What follows belongs to an exercise in optimizing a design on an open flow for small area; a production flow would make more cautious choices.
Function was checked by simulation only, so behaviour that the tests miss may differ from the original.
Power is estimated from default activity; no workload was simulated.

## flow/config.mk

```make
export PLATFORM = sky130hd
export DESIGN_NAME = register_file
export DESIGN_NICKNAME = register_file
export VERILOG_FILES = /design/flow/design.v
export SDC_FILE = /design/flow/constraint.sdc
export NUM_CORES = 4
export LEC_CHECK = 0
export CAP_MARGIN = 20
export CORE_MARGIN = 2
export CORE_UTILIZATION = 45
export PLACE_DENSITY = 0.6
export SETUP_SLACK_MARGIN = 0.2
export SLEW_MARGIN = 20
```

## flow/constraint.sdc

```tcl
create_clock -name core_clock -period 6.5 [get_ports {Clk}]
set_input_delay 1.3000 -clock core_clock [delete_from_list [all_inputs] [get_ports {Clk}]]
set_output_delay 1.3000 -clock core_clock [all_outputs]
set_load 0.01 [all_outputs]
```

## flow/design.v

```verilog
package register_file_pkg;
  localparam int unsigned DATA_W   = 32;
  localparam int unsigned ADDR_W   = 5;
  localparam int unsigned NUM_REGS = 2 ** ADDR_W;
  localparam int unsigned ZERO_REG = 0;
  typedef logic [ADDR_W-1:0] reg_addr_t;
  typedef logic [DATA_W-1:0] reg_data_t;
endpackage
module register_file_write_decoder #(
  parameter int unsigned ADDR_W   = register_file_pkg::ADDR_W,
  parameter int unsigned NUM_REGS = register_file_pkg::NUM_REGS
) (
  input  logic [ADDR_W-1:0]   writeRegister,
  input  logic                regWrite,
  output logic [NUM_REGS-1:0] writeEn
);
  always_comb begin
    writeEn = '0;
    for (int i = 0; i < int'(NUM_REGS); i++) begin
      writeEn[i] = regWrite && (writeRegister == ADDR_W'(i));
    end
    writeEn[register_file_pkg::ZERO_REG] = 1'b0;
  end
endmodule
module register_file #(
  parameter int unsigned DATA_W   = register_file_pkg::DATA_W,
  parameter int unsigned ADDR_W   = register_file_pkg::ADDR_W,
  parameter int unsigned NUM_REGS = register_file_pkg::NUM_REGS
) (
  input  logic              Clk,
  input  logic              Rst_n,
  input  logic [ADDR_W-1:0] ReadRegister1,
  input  logic [ADDR_W-1:0] ReadRegister2,
  input  logic [ADDR_W-1:0] WriteRegister,
  input  logic [DATA_W-1:0] WriteData,
  input  logic              RegWrite,
  output logic [DATA_W-1:0] ReadData1,
  output logic [DATA_W-1:0] ReadData2
);
  logic [NUM_REGS-1:0] writeEn;
  logic [DATA_W-1:0]   regs [NUM_REGS];
  register_file_write_decoder #(
    .ADDR_W  (ADDR_W),
    .NUM_REGS(NUM_REGS)
  ) u_write_decoder (
    .writeRegister(WriteRegister),
    .regWrite     (RegWrite),
    .writeEn      (writeEn)
  );
  for (genvar g = 0; g < int'(NUM_REGS); g++) begin : g_regs
    always_ff @(posedge Clk or negedge Rst_n) begin
      if (!Rst_n) begin
        regs[g] <= '0;
      end else if (writeEn[g]) begin
        regs[g] <= WriteData;
      end
    end
  end
  always_comb begin
    ReadData1 = '0;
    ReadData2 = '0;
    if (ReadRegister1 != ADDR_W'(register_file_pkg::ZERO_REG)) ReadData1 = regs[ReadRegister1];
    if (ReadRegister2 != ADDR_W'(register_file_pkg::ZERO_REG)) ReadData2 = regs[ReadRegister2];
  end
endmodule
```

## flow/run.sh

```bash
#!/bin/bash
# synth_recipe.tcl (not shown) runs the flow's synth.tcl, then flattens the netlist and writes it again
# the make line also repeats each setting of config.mk as NAME=value (left out here)
make -C /OpenROAD-flow-scripts/flow DESIGN_CONFIG=/design/flow/config.mk WORK_HOME=/design/flow/orfs CLKGATE_MAP_FILE= SYNTH_SCRIPT=/design/flow/synth_recipe.tcl finish
```

==> flow_metrics.py, run 1 <==
metrics = {
    "status": {
        "status": "timing/DRC/antenna clean",
    },
    "logic_synthesis": {
        "ys_seq_area_frac": 0.482,
        "syn_nets": 4395,
        "synth.largest_area_cell": "dfrtp_1",
        "synth_edf_count": 0,
        "yosysWarnings": 3,
        "ys_seq_elements": 992,
        "synth.cell_area_mm2": 0.0515,
        "netlist.area_leader.share": 0.482,
        "syn_area_per_cell_um2": 11.9,
        "synth_area_leaders": "dfrtp_1 (48%), mux2_2 (22%), a22oi_1 (6.2%)",
        "synth_ff_type": "dfrtp_1",
        "async_reset_ff_frac": 1.00,
        "synth_cells": 4345,
        "synth_cell_types": 70,
    },
    "die": {
        "start_util": 0.452,
        "die_h_um": 342,
        "design.portCount": 114,
        "core-area_mm2": 0.114,
        "die_area_mm2": 0.117,
        "die_w_um": 342,
        "row_count": 124,
    },
    "clocking": {
        "cts_num_sinks": 992,
        "clock_latency_ns": 0.74,
        "holdBufCountCts": 0,
        "clock-root-buffer": "clkbuf_16",
        "cts_tree": "built",
        "cts_resized": 0,
        "clk_path_buf_depth": 3,
        "cts_setup_buffers": 0,
        "h-tree-depth": 3,
        "clkTransAtPathRegs_ns": 0.06,
        "cts_inserted_buffers": 112,
    },
    "global_route": {
        "antenna_found_initial": 27,
        "grt_pass1_vias": 43800,
        "grt_max_degree": 175,
        "grt-ovfl-total": 0,
        "grt_pass1_wl_mm": 361,
        "grtUsageTotal": 0.445,
    },
    "finish": {
        "nNetsFinal": 4450,
        "syn_to_final_growth_pct": 15.5,
        "n_fill_cell": 10100,
        "mostFrequentLayoutCell": "mux2_2",
        "final_cell_mix": "mux2_2 (1014), dfrtp_1 (992), a22oi_1 (423)",
        "drive_above_1_share": 0.360,
        "largestRegisters": "regs (992)",
        "multi_input_area_mm2": 0.0253,
        "top_register": "regs",
        "seq_area_mm2": 0.0248,
        "largest_reg_flops": 992,
    },
    "power": {
        "p_leak_nw": 26.4,
        "clkPwrFrac": 0.370,
        "intPower_mw": 13.0,
        "ir_drop_uv": 235,
        "power_switching_mw": 5.51,
        "p_seq_frac": 0.466,
        "p_sw_frac": 0.298,
        "combPwrFrac": 0.164,
        "finalPower_mw": 18.5,
        "p_per_area_mw_per_mm2": 310,
    },
    "critical_path": {
        "crit_start": "ReadRegister1[0]",
        "reg2reg_setup_slack_ns": 5.61,
        "crit_type": "input port to output port",
        "reg2reg_depth": 1,
        "r2r-end": "regs[9][19]$_DFFE_PN0P_",
        "crit_fanout": 20,
        "end_kind": "output port",
        "arrival_ns": 5.11,
        "r2r-start": "regs[9][19]$_DFFE_PN0P_",
        "worstSetupEndpoint": "ReadData1[3]",
        "start_kind": "input port",
        "required_ns": 5.20,
    },
    "timing": {
        "clock.fmax_mhz": 156,
        "rsz0062_at_grt": "false",
        "hold_slack_ns": 0.528,
        "maxSlewViolCount": 0,
        "finClkSkew_ns": 0,
        "tns_ns": 0,
        "timing.final.ws_setup_ns": 0.0944,
        "worst_pin_slew_ns": 1.33,
        "fin_crit_ns": 6.41,
        "setup_viol": 0,
        "hold_violations": 0,
        "maxSlewHeadroom": 0.113,
        "finalCritPeriodShare": 0.985,
    },
    "route": {
        "ant_nets": 0,
        "wirelength_mm": 266,
        "drc_errors": 0,
        "drt_iter0_markers": 8951,
        "via_count": 45900,
        "vias_per_cell": 7.62,
        "firstDrtPassIters": 10,
        "routedWlPerCell_um": 44.2,
    },
    "placement": {
        "pre_cts_ws_ns": 0.416,
        "place.gp.congestion": 1.02,
        "dp.final_hpwl_mm": 167,
        "port_buffers": 113,
    },
    "min_path": {
        "whs_path_depth": 1,
        "hold_class": "register to register",
    },
    "run": {
        "cap_violations": 0,
    },
}
-- Yosys cell counts, types with 17 or more instances --
cell type and n:
a2111oi_0 46, a21oi_1 47, a221oi_1 30, a22o_1 98, a22oi_1 423, and3_1 156, buf_1 52, buf_2 95
clkbuf_1 266, dfrtp_1 992, mux2_2 1014, mux2i_1 196, nand2_1 87, nand3_1 157, nand3b_1 17, nand4_1 98
nor2_1 111, nor3_1 28, nor4_1 17, o2111ai_1 18, o21ai_0 31, o22ai_1 49, or3_1 17, or4_1 30
-- metrics by stage --
stage / util / cells / instance area, um2
after CTS: 0.522 / 6008 / 59500
after floorplan: - / 4345 / 51500
after detailed placement: 0.487 / 5797 / 55500
after global placement: 0.487 / 5795 / 55500
after global routing: 0.522 / 6010 / 59500
final: 0.522 / 6024 / 59500
-- critical path, stage by stage --
cell and delay (ns):
buf_2 0.52, buf_4 0.41, inv_1 0.40, nor4_1 1.19, buf_4 0.26, a221oi_1 0.09, nand4_1 0.12, or3_1 0.19
clkdlybuf4s50_1 0.56
-- routing by layer --
metal,vias up,track usage,share of wire
met5,-,0.00286,0.00059
met2,4446,0.606,0.40
li1,16800,-,-
met3,1431,0.188,0.15
met4,20,0.322,0.092
met1,23200,0.563,0.36
-- worst min-delay path by stage --
stage,slack [ns],startpoint,end
6_report,0.53,regs[2][15]$_DFFE_PN0P_,regs[2][15]$_DFFE_PN0P_
5_1_grt,0.54,regs[8][3]$_DFFE_PN0P_,regs[8][3]$_DFFE_PN0P_
4_1_cts,0.53,regs[8][3]$_DFFE_PN0P_,regs[8][3]$_DFFE_PN0P_
3_5_place_dp,0.51,regs[8][3]$_DFFE_PN0P_,regs[8][3]$_DFFE_PN0P_
3_3_place_gp,0.50,regs[9][25]$_DFFE_PN0P_,regs[9][25]$_DFFE_PN0P_
2_1_floorplan,0.49,regs[18][8]$_DFFE_PN0P_,regs[18][8]$_DFFE_PN0P_
-- layout make-up --
class / count / share of cell area
sequential: 992 / 0.417
tap: 1512 / 0.0318
clock inverter: 48 / 0.0108
timing repair buffer: 382 / 0.0588
inverter: 17 / 0.00107
multi-input combinational: 2895 / 0.424
antenna: 15 / 0.000630
clock buffer: 163 / 0.0559
-- power groups by stage --
| stage | sequential [mW] | combinational (mW) | clock [mW] |
|---|---|---|---|
| 6_report | 8.62 | 3.03 | 6.84 |
| 5_1_grt | 8.68 | 3.15 | 7.11 |
| 3_3_place_gp | 8.60 | 2.87 | 0 |
| 2_1_floorplan | 8.12 | 1.89 | 0 |
| 3_5_place_dp | 8.62 | 2.94 | 0 |
| 4_1_cts | 8.52 | 2.95 | 6.85 |
-- logic make-up after synthesis --
family | after synthesis | synth area share
muxes | 1211 | 0.260
DFF | 992 | 0.482
AOI/OAI and AO/OA | 848 | 0.127
and+or+nand+nor | 836 | 0.0923
buffers and inverters | 458 | 0.0386
==> run 2, diff against run 1 <==
--- a/flow/design.v
+++ b/flow/design.v
@@ -40,2 +40,3 @@
   logic [NUM_REGS-1:0] writeEn;
+  logic [NUM_REGS-1:0] valid;
   logic [DATA_W-1:0]   regs [NUM_REGS];
@@ -49,7 +50,14 @@
   );
-  for (genvar g = 0; g < int'(NUM_REGS); g++) begin : g_regs
+  assign valid[register_file_pkg::ZERO_REG] = 1'b0;
+  assign regs[register_file_pkg::ZERO_REG]  = '0;
+  for (genvar g = 1; g < int'(NUM_REGS); g++) begin : g_regs
     always_ff @(posedge Clk or negedge Rst_n) begin
       if (!Rst_n) begin
-        regs[g] <= '0;
+        valid[g] <= 1'b0;
       end else if (writeEn[g]) begin
+        valid[g] <= 1'b1;
+      end
+    end
+    always_ff @(posedge Clk) begin
+      if (writeEn[g]) begin
         regs[g] <= WriteData;
@@ -58,8 +66,48 @@
   end
+  logic [NUM_REGS-1:0] sel1, sel2;
   always_comb begin
-    ReadData1 = '0;
-    ReadData2 = '0;
-    if (ReadRegister1 != ADDR_W'(register_file_pkg::ZERO_REG)) ReadData1 = regs[ReadRegister1];
-    if (ReadRegister2 != ADDR_W'(register_file_pkg::ZERO_REG)) ReadData2 = regs[ReadRegister2];
+    for (int i = 0; i < int'(NUM_REGS); i++) begin
+      sel1[i] = valid[i] && (ReadRegister1 == ADDR_W'(i));
+      sel2[i] = valid[i] && (ReadRegister2 == ADDR_W'(i));
+    end
+  end
+  for (genvar b = 0; b < int'(DATA_W); b++) begin : g_bits
+    logic [NUM_REGS-1:0] col;
+    for (genvar i = 0; i < int'(NUM_REGS); i++) begin : g_col
+      assign col[i] = regs[i][b];
+    end
+    register_file_read_bit #(.NUM_REGS(NUM_REGS)) u_rd1 (.sel(sel1), .data(col), .q(ReadData1[b]));
+    register_file_read_bit #(.NUM_REGS(NUM_REGS)) u_rd2 (.sel(sel2), .data(col), .q(ReadData2[b]));
   end
 endmodule
+module register_file_read_bit #(
+  parameter int unsigned NUM_REGS = register_file_pkg::NUM_REGS
+) (
+  input  logic [NUM_REGS-1:0] sel,
+  input  logic [NUM_REGS-1:0] data,
+  output logic                q
+);
+  localparam int unsigned NT = NUM_REGS - 1;   
+  localparam int unsigned NG = NT / 3;         
+  logic [NG-1:0] grp_n;
+  logic          rest;
+  for (genvar k = 0; k < int'(NG); k++) begin : g_grp
+    register_file_aoi222 u_aoi (
+      .a0(sel[3*k+1]), .b0(data[3*k+1]),
+      .a1(sel[3*k+2]), .b1(data[3*k+2]),
+      .a2(sel[3*k+3]), .b2(data[3*k+3]),
+      .y (grp_n[k])
+    );
+  end
+  always_comb begin
+    rest = 1'b0;
+    for (int i = 3 * NG + 1; i < int'(NUM_REGS); i++) rest = rest | (sel[i] & data[i]);
+  end
+  assign q = ~&grp_n | rest;
+endmodule
+module register_file_aoi222 (
+  input  logic a0, b0, a1, b1, a2, b2,
+  output logic y
+);
+  assign y = ~((a0 & b0) | (a1 & b1) | (a2 & b2));
+endmodule
--- a/flow/config.mk
+++ b/flow/config.mk
@@ -13 +13,2 @@
 export SLEW_MARGIN = 20
+export SYNTH_HIERARCHICAL = 1
==> run 2 against run 1 <==
Net effect: first-iteration DRC count decreased by 3.5%; register-to-register slack improved by 0.05 ns; combinational power decreased by 69%; maximum frequency increased by 3.6%; synthesized cell count decreased by 52%; die area decreased by 23%; non-clock buffer count decreased by 166; critical path type unchanged; largest cell class is now sequential cells.
==> flow_metrics.py, run 2 <==
metrics = {
    "status": {
        "status": "timing/DRC/antenna clean",
    },
    "die": {
        "start_util": 0.452,
        "die_area_mm2": 0.0908,
        "core-area_mm2": 0.0880,
        "die_h_um": 301,
        "die_w_um": 301,
        "design.portCount": 114,
        "row_count": 109,
    },
    "timing": {
        "tns_ns": 0,
        "setup_viol": 0,
        "maxSlewHeadroom": 0.173,
        "finClkSkew_ns": 0,
        "fin_crit_ns": 6.19,
        "maxSlewViolCount": 0,
        "rsz0062_at_grt": "false",
        "hold_violations": 0,
        "clock.fmax_mhz": 162,
        "finalCritPeriodShare": 0.952,
        "worst_pin_slew_ns": 1.24,
        "hold_slack_ns": 0.486,
    },
    "global_route": {
        "grt_use_met2": 0.504,
        "grt_pass1_wl_mm": 208,
        "antenna_found_initial": 8,
        "top_usage_layer": "met2",
        "grtUsageTotal": 0.323,
        "grt_max_degree": 34,
        "grt_use_met1": 0.437,
        "grt-ovfl-total": 0,
        "grt_pass1_vias": 28000,
        "met3_usage": 0.0841,
    },
    "critical_path": {
        "cp_common_cell": "clkdlybuf4s50_1",
        "cp_cell_sequence": "clkdlybuf4s50_1, and2b_2, and3_2, a222oi_1, nand4_1, a2111o_1, clkdlybuf4s50_1",
        "critPathBufInv": 2,
        "start_kind": "input port",
        "cp_top_family": "simple AND/OR/NAND/NOR gates",
        "arrival_ns": 4.89,
        "required_ns": 5.20,
        "end_kind": "output port",
        "cp_slowest_stage_delay_ns": 0.67,
        "crit_fanout": 32,
        "crit_type": "input port to output port",
        "reg2reg_setup_slack_ns": 5.66,
        "cp_slowest_cell": "clkdlybuf4s50_1",
    },
    "finish": {
        "diodes": 0,
        "final_cell_mix": "edfxtp_1 (992), a222oi_1 (640), nand4_1 (129)",
        "syn_to_final_growth_pct": 16.7,
        "nNetsFinal": 2456,
        "largest_reg_flops": 992,
        "top_register": "regs",
        "drive_above_1_share": 0.160,
        "largestRegisters": "regs (992), valid (31)",
        "n_fill_cell": 6953,
        "mostFrequentLayoutCell": "edfxtp_1",
    },
    "clocking": {
        "cts_resized": 0,
        "cts_num_sinks": 1023,
        "clk_path_buf_depth": 3,
        "clkTransAtPathRegs_ns": 0.06,
        "cts_setup_buffers": 0,
        "h-tree-depth": 3,
        "cts_tree": "built",
        "clock_latency_ns": 0.66,
        "clock-root-buffer": "clkbuf_16",
        "cts_inserted_buffers": 100,
        "holdBufCountCts": 0,
    },
    "power": {
        "power_switching_mw": 3.11,
        "p_per_area_mw_per_mm2": 297,
        "intPower_mw": 10.7,
        "p_leak_nw": 14.9,
        "combPwrFrac": 0.067,
        "p_sw_frac": 0.225,
        "p_seq_frac": 0.538,
        "clkPwrFrac": 0.395,
        "ir_drop_uv": 218,
    },
    "route": {
        "drc_errors": 0,
        "routedWlPerCell_um": 41.1,
        "drt_iter0_markers": 8641,
        "vias_per_cell": 7.92,
        "firstDrtPassIters": 11,
        "ant_nets": 0,
        "via_count": 28900,
        "wirelength_mm": 150,
    },
    "placement": {
        "dp.final_hpwl_mm": 89.5,
        "place.gp.congestion": 0.930,
        "port_buffers": 113,
    },
    "logic_synthesis": {
        "synth_cells": 2091,
        "syn_nets": 2141,
        "syn_area_per_cell_um2": 19.0,
        "yosysWarnings": 10,
        "synth.cell_area_mm2": 0.0398,
    },
    "run": {
        "cap_violations": 0,
    },
    "min_path": {
        "hold_class": "register to register",
    },
}
## run 2: power groups by stage
| stage | Clock, mW | Combinational (mW) | Sequential, mW |
|---|---|---|---|
| after floorplan | 0 | 0.340 | 7.54 |
| after global placement | 0 | 0.892 | 7.56 |
| after detailed placement | 0 | 0.902 | 7.56 |
| after CTS | 5.49 | 0.907 | 7.42 |
| after global routing | 5.76 | 0.948 | 7.43 |
| final | 5.46 | 0.926 | 7.42 |
## run 2: cell type report
| class | count | area, um2 | area share |
|---|---|---|---|
| timing repair buffer | 216 | 1890 | 0.0407 |
| clock inverter | 51 | 339 | 0.00730 |
| multi-input combinational | 1065 | 9530 | 0.205 |
| sequential | 1023 | 30600 | 0.658 |
| clock buffer | 133 | 2670 | 0.0575 |
| tap | 1165 | 1460 | 0.0314 |
## run 2: through the flow
stage          instances  setup slack (ns)  cell area (um2)  power (mW)   util
4_1_cts             3652             0.496            46600        13.8  0.529
3_5_place_dp        3468             0.512            43600        8.46  0.495
2_1_floorplan       2091              2.37            39800        7.88      -
5_1_grt             3653             0.254            46400        14.1  0.528
3_3_place_gp        3468             0.538            43600        8.45  0.495
6_report            3653             0.314            46400        13.8  0.528
## run 2: metal layers
layer / wire (um) / part of all wire / vias up
met5: 107 / 0.00071 / -
met4: 6630 / 0.044 / 16
met3: 23200 / 0.15 / 481
met2: 68300 / 0.45 / 2809
met1: 52100 / 0.35 / 14500
li1: - / - / 11200
## run 2: worst paths after layout
path	start	endpoint	depth (start not counted)
setup reg to reg	valid[8]$_DFFE_PN0P_	valid[8]$_DFFE_PN0P_	1
setup / recovery	ReadRegister1[1]	ReadData1[3]	7
min in group asynchronous	Rst_n	valid[31]$_DFFE_PN0P_	2
hold / removal	valid[14]$_DFFE_PN0P_	valid[14]$_DFFE_PN0P_	1
max in group asynchronous	Rst_n	valid[25]$_DFFE_PN0P_	2
hold reg to reg	valid[14]$_DFFE_PN0P_	valid[14]$_DFFE_PN0P_	1
==> run 3, diff against run 2 <==
--- a/flow/config.mk
+++ b/flow/config.mk
@@ -9,5 +9,8 @@
 export CORE_MARGIN = 2
-export CORE_UTILIZATION = 45
-export PLACE_DENSITY = 0.6
-export SETUP_SLACK_MARGIN = 0.2
+export CORE_UTILIZATION = 55
+export CTS_BUF_LIST = sky130_fd_sc_hd__clkbuf_8
+export CTS_CLUSTER_DIAMETER = 60
+export CTS_CLUSTER_SIZE = 16
+export PLACE_DENSITY = 0.65
+export SETUP_SLACK_MARGIN = 0.05
 export SLEW_MARGIN = 20
==> run 3 against run 2 <==
Net effect: utilization is 9.8 points higher; synthesized cell count stayed put; die area is 18% lower; clock power is 38% lower; area after synthesis stayed put; maximum frequency is 0.73% higher; final cell count is 8.1% lower; power is 15% lower; clock skew stayed put; hold slack better by 0.0042 ns; global-route usage is 7.7 points higher; largest cell class unchanged.
==> flow_metrics.py, run 3 <==
metrics = {
    "timing": {
        "fin_crit_ns": 6.14,
        "maxSlewHeadroom": 0.178,
        "finClkSkew_ns": 0,
        "maxSlewViolCount": 0,
        "rsz0062_at_grt": "false",
        "finalCritPeriodShare": 0.945,
        "setup_viol": 0,
        "worst_pin_slew_ns": 1.23,
        "hold_slack_ns": 0.490,
        "clock.fmax_mhz": 163,
        "hold_violations": 0,
        "tns_ns": 0,
    },
    "finish": {
        "final_cell_mix": "edfxtp_1 (992), a222oi_1 (640), nand4_1 (129)",
        "largest_reg_flops": 992,
        "nNetsFinal": 2421,
        "drive_above_1_share": 0.140,
        "top_register": "regs",
        "largestRegisters": "regs (992), valid (31)",
        "syn_to_final_growth_pct": 12.6,
        "mostFrequentLayoutCell": "edfxtp_1",
    },
    "critical_path": {
        "crit_type": "input port to output port",
        "start_kind": "input port",
        "required_ns": 5.20,
        "arrival_ns": 4.84,
        "crit_fanout": 32,
        "end_kind": "output port",
    },
    "die": {
        "start_util": 0.556,
        "core-area_mm2": 0.0716,
        "die_area_mm2": 0.0745,
        "design.portCount": 114,
        "row_count": 98,
        "die_h_um": 273,
        "die_w_um": 273,
    },
    "placement": {
        "place.gp.congestion": 0.927,
        "dp.final_hpwl_mm": 87.7,
        "port_buffers": 113,
    },
    "power": {
        "p_per_area_mw_per_mm2": 262,
        "ir_drop_uv": 215,
        "p_leak_nw": 14.1,
    },
    "logic_synthesis": {
        "syn_nets": 2141,
        "synth.cell_area_mm2": 0.0398,
        "yosysWarnings": 10,
        "synth_cells": 2091,
        "syn_area_per_cell_um2": 19.0,
    },
    "route": {
        "vias_per_cell": 8.74,
        "routedWlPerCell_um": 45.4,
        "ant_nets": 0,
        "wirelength_mm": 152,
        "via_count": 29300,
        "firstDrtPassIters": 15,
        "drt_iter0_markers": 8953,
        "drc_errors": 0,
    },
    "run": {
        "cap_violations": 0,
    },
    "clocking": {
        "holdBufCountCts": 0,
        "cts_inserted_buffers": 79,
        "cts_num_sinks": 1023,
        "h-tree-depth": 3,
        "clock_latency_ns": 0.71,
        "clk_path_buf_depth": 3,
        "cts_setup_buffers": 0,
        "clkTransAtPathRegs_ns": 0.09,
        "cts_resized": 0,
        "clock-root-buffer": "clkbuf_8",
        "cts_tree": "built",
    },
    "global_route": {
        "grt_pass1_vias": 28400,
        "grt_max_degree": 34,
        "grtUsageTotal": 0.400,
        "grt-ovfl-total": 0,
        "grt_pass1_wl_mm": 207,
        "antenna_found_initial": 6,
    },
    "min_path": {
        "hold_class": "register to register",
    },
    "status": {
        "status": "timing/DRC/antenna clean",
    },
}
## run 3: stage by stage
stage	cell area, um2	std cells	power (mW)	utilization	setup slack (ns)
final	44800	3358	11.7	0.626	0.359
after global routing	44800	3354	12.0	0.626	0.260
after detailed placement	43400	3239	8.46	0.607	0.541
after global placement	43400	3238	8.44	0.606	0.559
after CTS	44800	3352	11.7	0.626	0.530
after floorplan	39800	2091	7.88	-	2.37
## run 3: cell type report
cell class	count	area, um2
antenna	5	12.5
clock buffer	81	1110
clock inverter	32	268
fill	5150	26800
multi-input combinational	1065	9550
sequential	1023	30600
tap	950	1190
timing repair buffer	202	2120
## run 3: power by group
part           internal, mW  switching (mW)  leakage (nW)  total [mW]
sequential             7.35          0.0719          9.29        7.42
clock                  1.29            2.12         0.714        3.40
combinational         0.345           0.582          4.14       0.928
## run 3: path summary, 6_finish.rpt
path	from	endpoint	slack (ns)	cells after the start
worst max register to register	valid[13]$_DFFE_PN0P_	valid[13]$_DFFE_PN0P_	5.65	1
worst min register to register	valid[16]$_DFFE_PN0P_	valid[16]$_DFFE_PN0P_	0.49	1
max in group asynchronous	Rst_n	valid[22]$_DFFE_PN0P_	5.14	2
worst min-delay path	valid[16]$_DFFE_PN0P_	valid[16]$_DFFE_PN0P_	0.49	1
min in group asynchronous	Rst_n	valid[1]$_DFFE_PN0P_	1.05	2
worst max-delay path	ReadRegister2[3]	ReadData2[8]	0.36	7
## run 3: routing by layer
| metal | GRT usage | up-vias | wire, um |
|---|---|---|---|
| met1 | 0.550 | 14400 | 49900 |
| met4 | 0.184 | 6 | 7990 |
| li1 | - | 11000 | - |
| met3 | 0.154 | 543 | 30600 |
| met2 | 0.567 | 3394 | 63800 |
| met5 | 0 | - | 44 |
## run 3: critical path: stages
cell and delay (ns):
clkdlybuf4s50_1 0.62, nor2b_1 0.38, and3_2 1.06, a222oi_1 0.30, nand4_1 0.25, a2111o_1 0.28
clkdlybuf4s50_1 0.61
==> run 4, diff against run 3 <==
==> flow/flow/run.sh (new file) <==
#!/bin/bash
# The standard layout (standard.sh), with buf_1 port buffers and no CTS dummy loads.
export BUFFER_PORTS_ARGS="-buffer_cell sky130_fd_sc_hd__buf_1"
export CTS_ARGS="-sink_clustering_enable -repair_clock_nets -sink_clustering_size 16 -sink_clustering_max_diameter 60 -buf_list {sky130_fd_sc_hd__clkbuf_8} -dont_use_dummy_load"
bash standard.sh > standard_flow.log 2>&1
==> flow/standard.sh (new file) <==
#!/bin/bash
# synth_recipe.tcl (not shown) runs the flow's synth.tcl, then flattens the netlist and writes it again
# the make line also repeats each setting of config.mk as NAME=value (left out here)
make -C /OpenROAD-flow-scripts/flow DESIGN_CONFIG=/design/flow/config.mk WORK_HOME=/design/flow/orfs CLKGATE_MAP_FILE= SYNTH_SCRIPT=/design/flow/synth_recipe.tcl "${@:-finish}"
--- a/flow/config.mk
+++ b/flow/config.mk
@@ -9,3 +9,3 @@
 export CORE_MARGIN = 2
-export CORE_UTILIZATION = 55
+export CORE_UTILIZATION = 60
 export CTS_BUF_LIST = sky130_fd_sc_hd__clkbuf_8
@@ -13,3 +13,3 @@
 export CTS_CLUSTER_SIZE = 16
-export PLACE_DENSITY = 0.65
+export PLACE_DENSITY = 0.7
 export SETUP_SLACK_MARGIN = 0.05
removed: flow/run.sh
==> run 4 against run 3 <==
Net effect: area after synthesis did not move; synthesized cell count is the same; sequential share of layout area grew 2.4 points; power decreased by 5.1%; utilization is 3.2 points higher; critical path depth unchanged; register-to-register slack barely moved; clock power fell by 13%; final area is 3.5% lower.
==> flow_metrics.py, run 4 <==
metrics = {
    "route": {
        "routedWlPerCell_um": 45.9,
        "wirelength_mm": 148,
        "drt_iter0_markers": 8359,
        "via_count": 29100,
        "drc_errors": 0,
        "ant_nets": 0,
        "firstDrtPassIters": 13,
        "vias_per_cell": 9.06,
    },
    "logic_synthesis": {
        "synth.cell_area_mm2": 0.0398,
        "syn_nets": 2141,
        "yosysWarnings": 10,
        "syn_area_per_cell_um2": 19.0,
        "synth_cells": 2091,
    },
    "finish": {
        "syn_to_final_growth_pct": 8.73,
        "final_cells": 3216,
        "largestRegisters": "regs (992), valid (31)",
        "mostFrequentLayoutCell": "edfxtp_1",
        "final_cell_mix": "edfxtp_1 (992), a222oi_1 (640), nand4_1 (129)",
        "n_fill_cell": 4435,
        "top_register": "regs",
        "nNetsFinal": 2400,
        "largest_reg_flops": 992,
        "fin_area_mm2": 0.0433,
        "drive_above_1_share": 0.130,
    },
    "power": {
        "p_seq_frac": 0.666,
        "combPwrFrac": 0.068,
        "finalPower_mw": 11.1,
        "ir_drop_uv": 211,
        "clkPwrFrac": 0.266,
        "p_per_area_mw_per_mm2": 258,
        "intPower_mw": 8.61,
        "p_sw_frac": 0.227,
        "power_switching_mw": 2.53,
        "p_leak_nw": 13.6,
    },
    "die": {
        "die_w_um": 262,
        "row_count": 94,
        "core-area_mm2": 0.0657,
        "die_area_mm2": 0.0684,
        "design.portCount": 114,
        "die_h_um": 262,
        "start_util": 0.605,
    },
    "min_path": {
        "worstHoldStart": "valid[10]$_DFFE_PN0P_",
        "hold_class": "register to register",
    },
    "critical_path": {
        "crit_type": "input port to output port",
        "required_ns": 5.20,
        "crit_start": "ReadRegister1[2]",
        "end_kind": "output port",
        "r2r-start": "valid[4]$_DFFE_PN0P_",
        "arrival_ns": 4.08,
        "start_kind": "input port",
        "crit_fanout": 32,
    },
    "global_route": {
        "grt_pass1_vias": 28300,
        "antenna_found_initial": 6,
        "grtUsageTotal": 0.430,
        "grt_max_degree": 34,
        "grt_pass1_wl_mm": 203,
        "grt-ovfl-total": 0,
    },
    "timing": {
        "clock.fmax_mhz": 186,
        "hold_slack_ns": 0.488,
        "finalCritPeriodShare": 0.828,
        "setup_viol": 0,
        "fin_crit_ns": 5.38,
        "rsz0062_at_grt": "false",
        "worst_pin_slew_ns": 1.22,
        "finClkSkew_ns": 0,
        "maxSlewViolCount": 0,
        "maxSlewHeadroom": 0.184,
        "tns_ns": 0,
        "hold_violations": 0,
    },
    "clocking": {
        "cts_num_sinks": 1023,
        "cts_setup_buffers": 0,
        "cts_tree": "built",
        "clock_latency_ns": 0.65,
        "holdBufCountCts": 0,
        "h-tree-depth": 3,
        "clock-root-buffer": "clkbuf_8",
        "cts_resized": 0,
        "cts_inserted_buffers": 75,
        "clkTransAtPathRegs_ns": 0.06,
        "clk_path_buf_depth": 3,
    },
    "placement": {
        "place_area_mm2": 0.0422,
        "port_buffers": 113,
        "dpl.cell_count": 3137,
        "place.gp.congestion": 0.930,
        "dp.final_hpwl_mm": 83.7,
    },
    "run": {
        "cap_violations": 0,
    },
    "status": {
        "status": "timing/DRC/antenna clean",
    },
}
-- run 4: cell type report --
type | instances | area (um2) | share of cell area
flip-flops and latches | 1023 | 30600 | 0.706
multi-input cells | 1065 | 9550 | 0.221
well taps | 864 | 1080 | 0.0250
repair buffers | 185 | 1040 | 0.0240
clock buffers | 75 | 1030 | 0.0239
diodes | 4 | 10.0 | 0.000231
-- run 4: layer usage --
metal | global-route usage | wire length, um | vias to the layer above
met3 | 0.163 | 28100 | 668
met5 | 0 | 53 | -
met2 | 0.613 | 62300 | 3349
li1 | - | - | 10900
met4 | 0.271 | 11500 | 8
met1 | 0.559 | 45700 | 14200
-- run 4: critical path, cell delays in order --
cell	delay, ns
buf_1	0.32
and3b_1	0.29
and3_2	0.60
a222oi_1	0.59
nand4_1	0.36
a2111o_1	0.45
buf_1	0.14
-- run 4: power by group through the flow --
stage	Combinational [mW]	Clock, mW	Sequential, mW
4_1_cts	0.731	2.96	7.41
2_1_floorplan	0.340	0	7.54
5_1_grt	0.782	3.19	7.43
3_5_place_dp	0.729	0	7.56
3_3_place_gp	0.717	0	7.56
6_report	0.763	2.96	7.42
-- run 4: path summary, 6_finish.rpt --
path	slack (ns)	to	cells past startpoint
worst max-delay path	1.12	ReadData1[18]	7
worst min-delay path	0.49	valid[10]$_DFFE_PN0P_	1
worst max register to register	5.64	valid[4]$_DFFE_PN0P_	1
worst min register to register	0.49	valid[10]$_DFFE_PN0P_	1
max in group asynchronous	5.19	valid[6]$_DFFE_PN0P_	1
min in group asynchronous	0.68	valid[5]$_DFFE_PN0P_	1
-- run 4: per-stage QoR --
stage | setup WS [ns] | utilization
after floorplan | 2.37 | -
after global placement | 1.33 | 0.641
after detailed placement | 1.30 | 0.642
after CTS | 1.29 | 0.657
after global routing | 1.16 | 0.658
final | 1.12 | 0.658
==> run 5, diff against run 4 <==
--- a/flow/config.mk
+++ b/flow/config.mk
@@ -7,3 +7,3 @@
 export LEC_CHECK = 0
-export CAP_MARGIN = 20
+export CAP_MARGIN = 10
 export CORE_MARGIN = 2
@@ -15,3 +15,3 @@
 export SETUP_SLACK_MARGIN = 0.05
-export SLEW_MARGIN = 20
+export SLEW_MARGIN = 10
 export SYNTH_HIERARCHICAL = 1
==> run 5 against run 4 <==
Net effect: maximum frequency fell by 0.54%; critical endpoint is now ReadData2[4]; highest routed layer unchanged; final area barely moved; non-clock buffer count increased by 1; routed wire length increased by 0.31%; via count up 0.13%; worst setup slack got worse by 0.029 ns; global-route usage rose by 0.15 points; largest power group unchanged; clock-buffer cell count did not move; still clean; area after synthesis did not move; sequential power about the same.
==> flow_metrics.py, run 5 <==
metrics = {
    "status": {
        "status": "timing/DRC/antenna clean",
    },
    "route": {
        "ant_nets": 0,
        "vias_per_cell": 9.06,
        "firstDrtPassIters": 14,
        "routedWlPerCell_um": 46.0,
        "via_count": 29200,
        "drc_errors": 0,
        "drt_iter0_markers": 8292,
        "wirelength_mm": 148,
    },
    "logic_synthesis": {
        "syn_area_per_cell_um2": 19.0,
        "synth_cells": 2091,
        "synth.cell_area_mm2": 0.0398,
        "yosysWarnings": 10,
        "syn_nets": 2141,
    },
    "timing": {
        "fin_crit_ns": 5.41,
        "rsz0062_at_grt": "false",
        "finalCritPeriodShare": 0.832,
        "worst_pin_slew_ns": 1.40,
        "clock.fmax_mhz": 185,
        "finClkSkew_ns": 0,
        "maxSlewViolCount": 0,
        "setup_viol": 0,
        "hold_violations": 0,
        "maxSlewHeadroom": 0.0680,
        "tns_ns": 0,
    },
    "die": {
        "die_area_mm2": 0.0684,
        "die_w_um": 262,
        "row_count": 94,
        "core-area_mm2": 0.0657,
        "start_util": 0.605,
        "design.portCount": 114,
        "die_h_um": 262,
    },
    "clocking": {
        "cts_num_sinks": 1023,
        "cts_resized": 0,
        "cts_tree": "built",
        "clk_path_buf_depth": 3,
        "holdBufCountCts": 0,
        "cts_setup_buffers": 0,
        "h-tree-depth": 3,
        "clock-root-buffer": "clkbuf_8",
        "clkTransAtPathRegs_ns": 0.09,
        "clock_latency_ns": 0.69,
        "cts_inserted_buffers": 75,
    },
    "placement": {
        "dp.final_hpwl_mm": 83.9,
        "place.gp.congestion": 0.930,
        "dpl.cell_count": 3136,
        "port_buffers": 113,
    },
    "critical_path": {
        "arrival_ns": 4.11,
        "start_kind": "input port",
        "cp_common_cell": "buf_1",
        "cp_top_family": "simple AND/OR/NAND/NOR gates",
        "cp_slowest_stage_delay_ns": 0.60,
        "required_ns": 5.20,
        "cp_slowest_cell": "a222oi_1",
        "cp_cell_sequence": "buf_1, and3b_1, and3_2, a222oi_1, nand4_1, a2111o_1, buf_1",
        "end_kind": "output port",
        "critPathBufInv": 2,
        "crit_fanout": 32,
        "crit_type": "input port to output port",
    },
    "finish": {
        "drive_above_1_share": 0.124,
        "mostFrequentLayoutCell": "edfxtp_1",
        "nNetsFinal": 2401,
        "syn_to_final_growth_pct": 8.68,
        "final_cell_mix": "edfxtp_1 (992), a222oi_1 (640), nand4_1 (129)",
        "top_register": "regs",
        "final_cells": 3219,
        "largest_reg_flops": 992,
        "largestRegisters": "regs (992), valid (31)",
    },
    "global_route": {
        "grt_pass1_wl_mm": 203,
        "grtUsageTotal": 0.431,
        "grt-ovfl-total": 0,
        "antenna_found_initial": 8,
        "grt_max_degree": 34,
        "grt_pass1_vias": 28500,
    },
    "power": {
        "ir_drop_uv": 200,
        "p_leak_nw": 13.6,
        "p_per_area_mw_per_mm2": 258,
    },
    "run": {
        "cap_violations": 0,
    },
    "min_path": {
        "hold_class": "register to register",
    },
}
run 5: path summary, 6_finish.rpt:
kind / from / cells past startpoint / end / slack (ns)
max reg2reg: valid[5]$_DFFE_PN0P_ / 1 / valid[5]$_DFFE_PN0P_ / 5.65
max: ReadRegister2[3] / 7 / ReadData2[4] / 1.09
min reg2reg: valid[6]$_DFFE_PN0P_ / 1 / valid[6]$_DFFE_PN0P_ / 0.49
min: valid[6]$_DFFE_PN0P_ / 1 / valid[6]$_DFFE_PN0P_ / 0.49
min in group asynchronous: Rst_n / 1 / valid[5]$_DFFE_PN0P_ / 0.67
max in group asynchronous: Rst_n / 1 / valid[13]$_DFFE_PN0P_ / 5.19
run 5: per-layer routing:
layer	vias to the layer above	wire, um	track usage	part of all wire
li1	10900	-	-	-
met1	14200	46400	0.556	0.31
met2	3347	62200	0.614	0.42
met3	650	28100	0.169	0.19
met4	6	11300	0.275	0.076
met5	-	38	0.00347	0.00026
run 5: layout make-up:
type | count | area, um2
multi-input combinational | 1065 | 9530
clock buffer | 75 | 1030
tap | 864 | 1080
fill | 4421 | 22500
antenna | 6 | 15.0
timing repair buffer | 186 | 1030
sequential | 1023 | 30600
run 5: report_power, final:
group	total [mW]	switching (mW)	leakage, nW	internal [mW]
combinational	0.764	0.537	3.73	0.227
sequential	7.42	0.0713	9.29	7.35
clock	2.98	1.94	0.539	1.04
run 5: metrics by stage:
step                hold WS [ns]  setup WS [ns]  area, um2   util  total power [mW]
floorplan                  0.446           2.37      39800      -              7.88
global placement           0.466           1.33      42200  0.641              8.27
detailed placement         0.464           1.28      42200  0.641              8.29
CTS                        0.486           1.26      43200  0.657              11.1
global route               0.500           1.14      43200  0.658              11.4
finish                     0.488           1.09      43300  0.658              11.2
==> run 6, diff against run 5 <==
==> flow/flow/run.sh (replaced) <==
#!/bin/bash
# The standard layout (standard.sh), with buf_1 port buffers and no CTS dummy loads.
export BUFFER_PORTS_ARGS="-buffer_cell sky130_fd_sc_hd__buf_1"
export CTS_ARGS="-sink_clustering_enable -repair_clock_nets -sink_clustering_size 18 -sink_clustering_max_diameter 60 -buf_list {sky130_fd_sc_hd__clkbuf_8} -dont_use_dummy_load"
bash standard.sh > standard_flow.log 2>&1
--- a/flow/config.mk
+++ b/flow/config.mk
@@ -12,3 +12,3 @@
 export CTS_CLUSTER_DIAMETER = 60
-export CTS_CLUSTER_SIZE = 16
+export CTS_CLUSTER_SIZE = 18
 export PLACE_DENSITY = 0.7
==> run 6 against run 5 <==
Net effect: first-iteration DRC count is 1.2% higher; worst setup slack worse by 0.022 ns; routed wire length is 0.28% higher; clock-buffer cell count is 5 lower; global-route usage hardly changed; final area is 0.17% lower; clock skew stayed put; critical path type unchanged.
==> flow_metrics.py, run 6 <==
metrics = {
    "status": {
        "status": "timing/DRC/antenna clean",
    },
    "route": {
        "via_count": 29300,
        "ant_nets": 0,
        "firstDrtPassIters": 14,
        "routedWlPerCell_um": 46.2,
        "vias_per_cell": 9.10,
        "wirelength_mm": 149,
        "drt_iter0_markers": 8389,
        "drc_errors": 0,
    },
    "timing": {
        "finalCritPeriodShare": 0.836,
        "finClkSkew_ns": 0,
        "setup_viol": 0,
        "fin_crit_ns": 5.43,
        "tns_ns": 0,
        "rsz0062_at_grt": "false",
        "worst_pin_slew_ns": 1.46,
        "maxSlewHeadroom": 0.0239,
        "maxSlewViolCount": 0,
        "clock.fmax_mhz": 184,
        "hold_violations": 0,
    },
    "critical_path": {
        "start_kind": "input port",
        "r2r-end": "valid[5]$_DFFE_PN0P_",
        "r2r-start": "valid[5]$_DFFE_PN0P_",
        "required_ns": 5.20,
        "critPathBufInv": 2,
        "end_kind": "output port",
        "cp_top_family": "simple AND/OR/NAND/NOR gates",
        "cp_slowest_stage_delay_ns": 0.61,
        "arrival_ns": 4.13,
        "cp_cell_sequence": "buf_1, and3b_1, and3_2, a222oi_1, nand4_1, a2111o_1, buf_1",
        "reg2reg_setup_slack_ns": 5.65,
        "reg2reg_depth": 1,
        "cp_common_cell": "buf_1",
        "cp_slowest_cell": "a222oi_1",
        "crit_type": "input port to output port",
        "crit_fanout": 32,
    },
    "global_route": {
        "antenna_found_initial": 7,
        "grt_pass1_wl_mm": 204,
        "grt-ovfl-total": 0,
        "grtUsageTotal": 0.431,
        "grt_pass1_vias": 28400,
        "grt_max_degree": 34,
    },
    "finish": {
        "seq_area_mm2": 0.0306,
        "final_cells": 3215,
        "n_fill_cell": 4458,
        "syn_to_final_growth_pct": 8.49,
        "top_register": "regs",
        "mostFrequentLayoutCell": "edfxtp_1",
        "final_cell_mix": "edfxtp_1 (992), a222oi_1 (640), nand4_1 (129)",
        "largestRegisters": "regs (992), valid (31)",
        "multi_input_area_mm2": 0.00953,
        "nNetsFinal": 2395,
        "largest_reg_flops": 992,
        "final_util": 0.657,
        "drive_above_1_share": 0.122,
    },
    "clocking": {
        "cts_tree": "built",
        "cts_num_sinks": 1023,
        "clock_latency_ns": 0.70,
        "cts_resized": 0,
        "cts_inserted_buffers": 70,
        "clkTransAtPathRegs_ns": 0.10,
        "h-tree-depth": 3,
        "clk_path_buf_depth": 3,
        "cts_setup_buffers": 0,
        "clock-root-buffer": "clkbuf_8",
        "holdBufCountCts": 0,
    },
    "logic_synthesis": {
        "synth_cells": 2091,
        "syn_nets": 2141,
        "synth.cell_area_mm2": 0.0398,
        "yosysWarnings": 10,
        "syn_area_per_cell_um2": 19.0,
    },
    "placement": {
        "dpl.cell_count": 3136,
        "dp.final_hpwl_mm": 83.9,
        "place.gp.congestion": 0.930,
        "port_buffers": 113,
    },
    "die": {
        "start_util": 0.605,
        "core-area_mm2": 0.0657,
        "die_w_um": 262,
        "die_area_mm2": 0.0684,
        "row_count": 94,
        "die_h_um": 262,
        "design.portCount": 114,
    },
    "power": {
        "ir_drop_uv": 209,
        "p_per_area_mw_per_mm2": 257,
        "p_leak_nw": 13.5,
    },
    "min_path": {
        "hold_class": "register to register",
        "whs_path_depth": 1,
        "worstHoldStart": "valid[6]$_DFFE_PN0P_",
        "min_to": "valid[6]$_DFFE_PN0P_",
    },
    "run": {
        "cap_violations": 0,
    },
}
==> run 6: power by group <==
group          switching (mW)  internal, mW
sequential             0.0719          7.35
clock                    1.92         0.973
combinational           0.537         0.226
==> run 6: worst max-delay path by stage <==
stage	from	endpoint	slack, ns	cells past startpoint
CTS	ReadRegister1[2]	ReadData1[18]	1.19	7
global placement	ReadRegister2[3]	ReadData2[19]	1.33	7
detailed placement	ReadRegister1[2]	ReadData1[18]	1.28	7
global route	ReadRegister2[3]	ReadData2[4]	1.13	7
finish	ReadRegister2[3]	ReadData2[4]	1.07	7
floorplan	ReadRegister1[4]	ReadData1[0]	2.37	5
==> run 6: final cells by class <==
type | count | area share
Sequential cell | 1023 | 0.708
Multi-Input combinational cell | 1065 | 0.221
Tap cell | 864 | 0.0250
Timing Repair Buffer | 185 | 0.0237
Clock buffer | 70 | 0.0223
Antenna cell | 8 | 0.000464
==> run 6: per-layer routing <==
metal | vias up | part of all wire | global-route usage
li1 | 10900 | - | -
met1 | 14300 | 0.32 | 0.560
met2 | 3395 | 0.42 | 0.621
met4 | 4 | 0.072 | 0.256
met5 | - | 0.00020 | 0.00347
met3 | 669 | 0.19 | 0.169
==> run 6: through the flow <==
stage,hold slack [ns],total power [mW],cell area (um2),setup WS [ns]
finish,0.488,11.1,43200,1.07
global route,0.501,11.3,43200,1.13
CTS,0.488,11.0,43100,1.19
detailed placement,0.464,8.29,42200,1.28
global placement,0.466,8.27,42200,1.33
floorplan,0.446,7.88,39800,2.37

## static timing again, ports no longer ideal
The results above use ideal ports. As a check the final layouts listed here were re-extracted and re-timed, cells and wires unchanged.
Step 1 assumes that a clkbuf_16 drives the clock port and a buf_2 every other input.
Step 2 times the ports against the registers' clock, not the clock port: input delays grow and output delays shrink by t, the midpoint of the rising clock arrivals with the driver on.
Three values: ideal ports, drivers, drivers and shift; two values: the first two.
| run | t (ns) | setup slack, ns | worst setup path at the end | worst slew at a driven data input, ns |
|---|---|---|---|---|
| run 1 | 0.807 | 0.094 / 0.070 / 0.070 | input to output | 0.12 |
| run 2 | 0.730 | 0.314 / 0.282 / 0.282 | input to output | 0.07 |
| run 3 | 0.787 | 0.359 / 0.323 / 0.323 | input to output | 0.13 |
| run 4 | 0.750 | 1.120 / 1.093 / 1.093 | input to output | 0.14 |
| run 5 | 0.756 | 1.091 / 1.064 / 1.064 | input to output | 0.14 |
| run 6 | 0.744 | 1.069 / 1.041 / 1.041 | input to output | 0.14 |
After both steps every run listed still meets setup and hold. The setup slack of run 3, which loses most, moves by -0.036 ns with the drivers and by -0.036 ns with both steps.
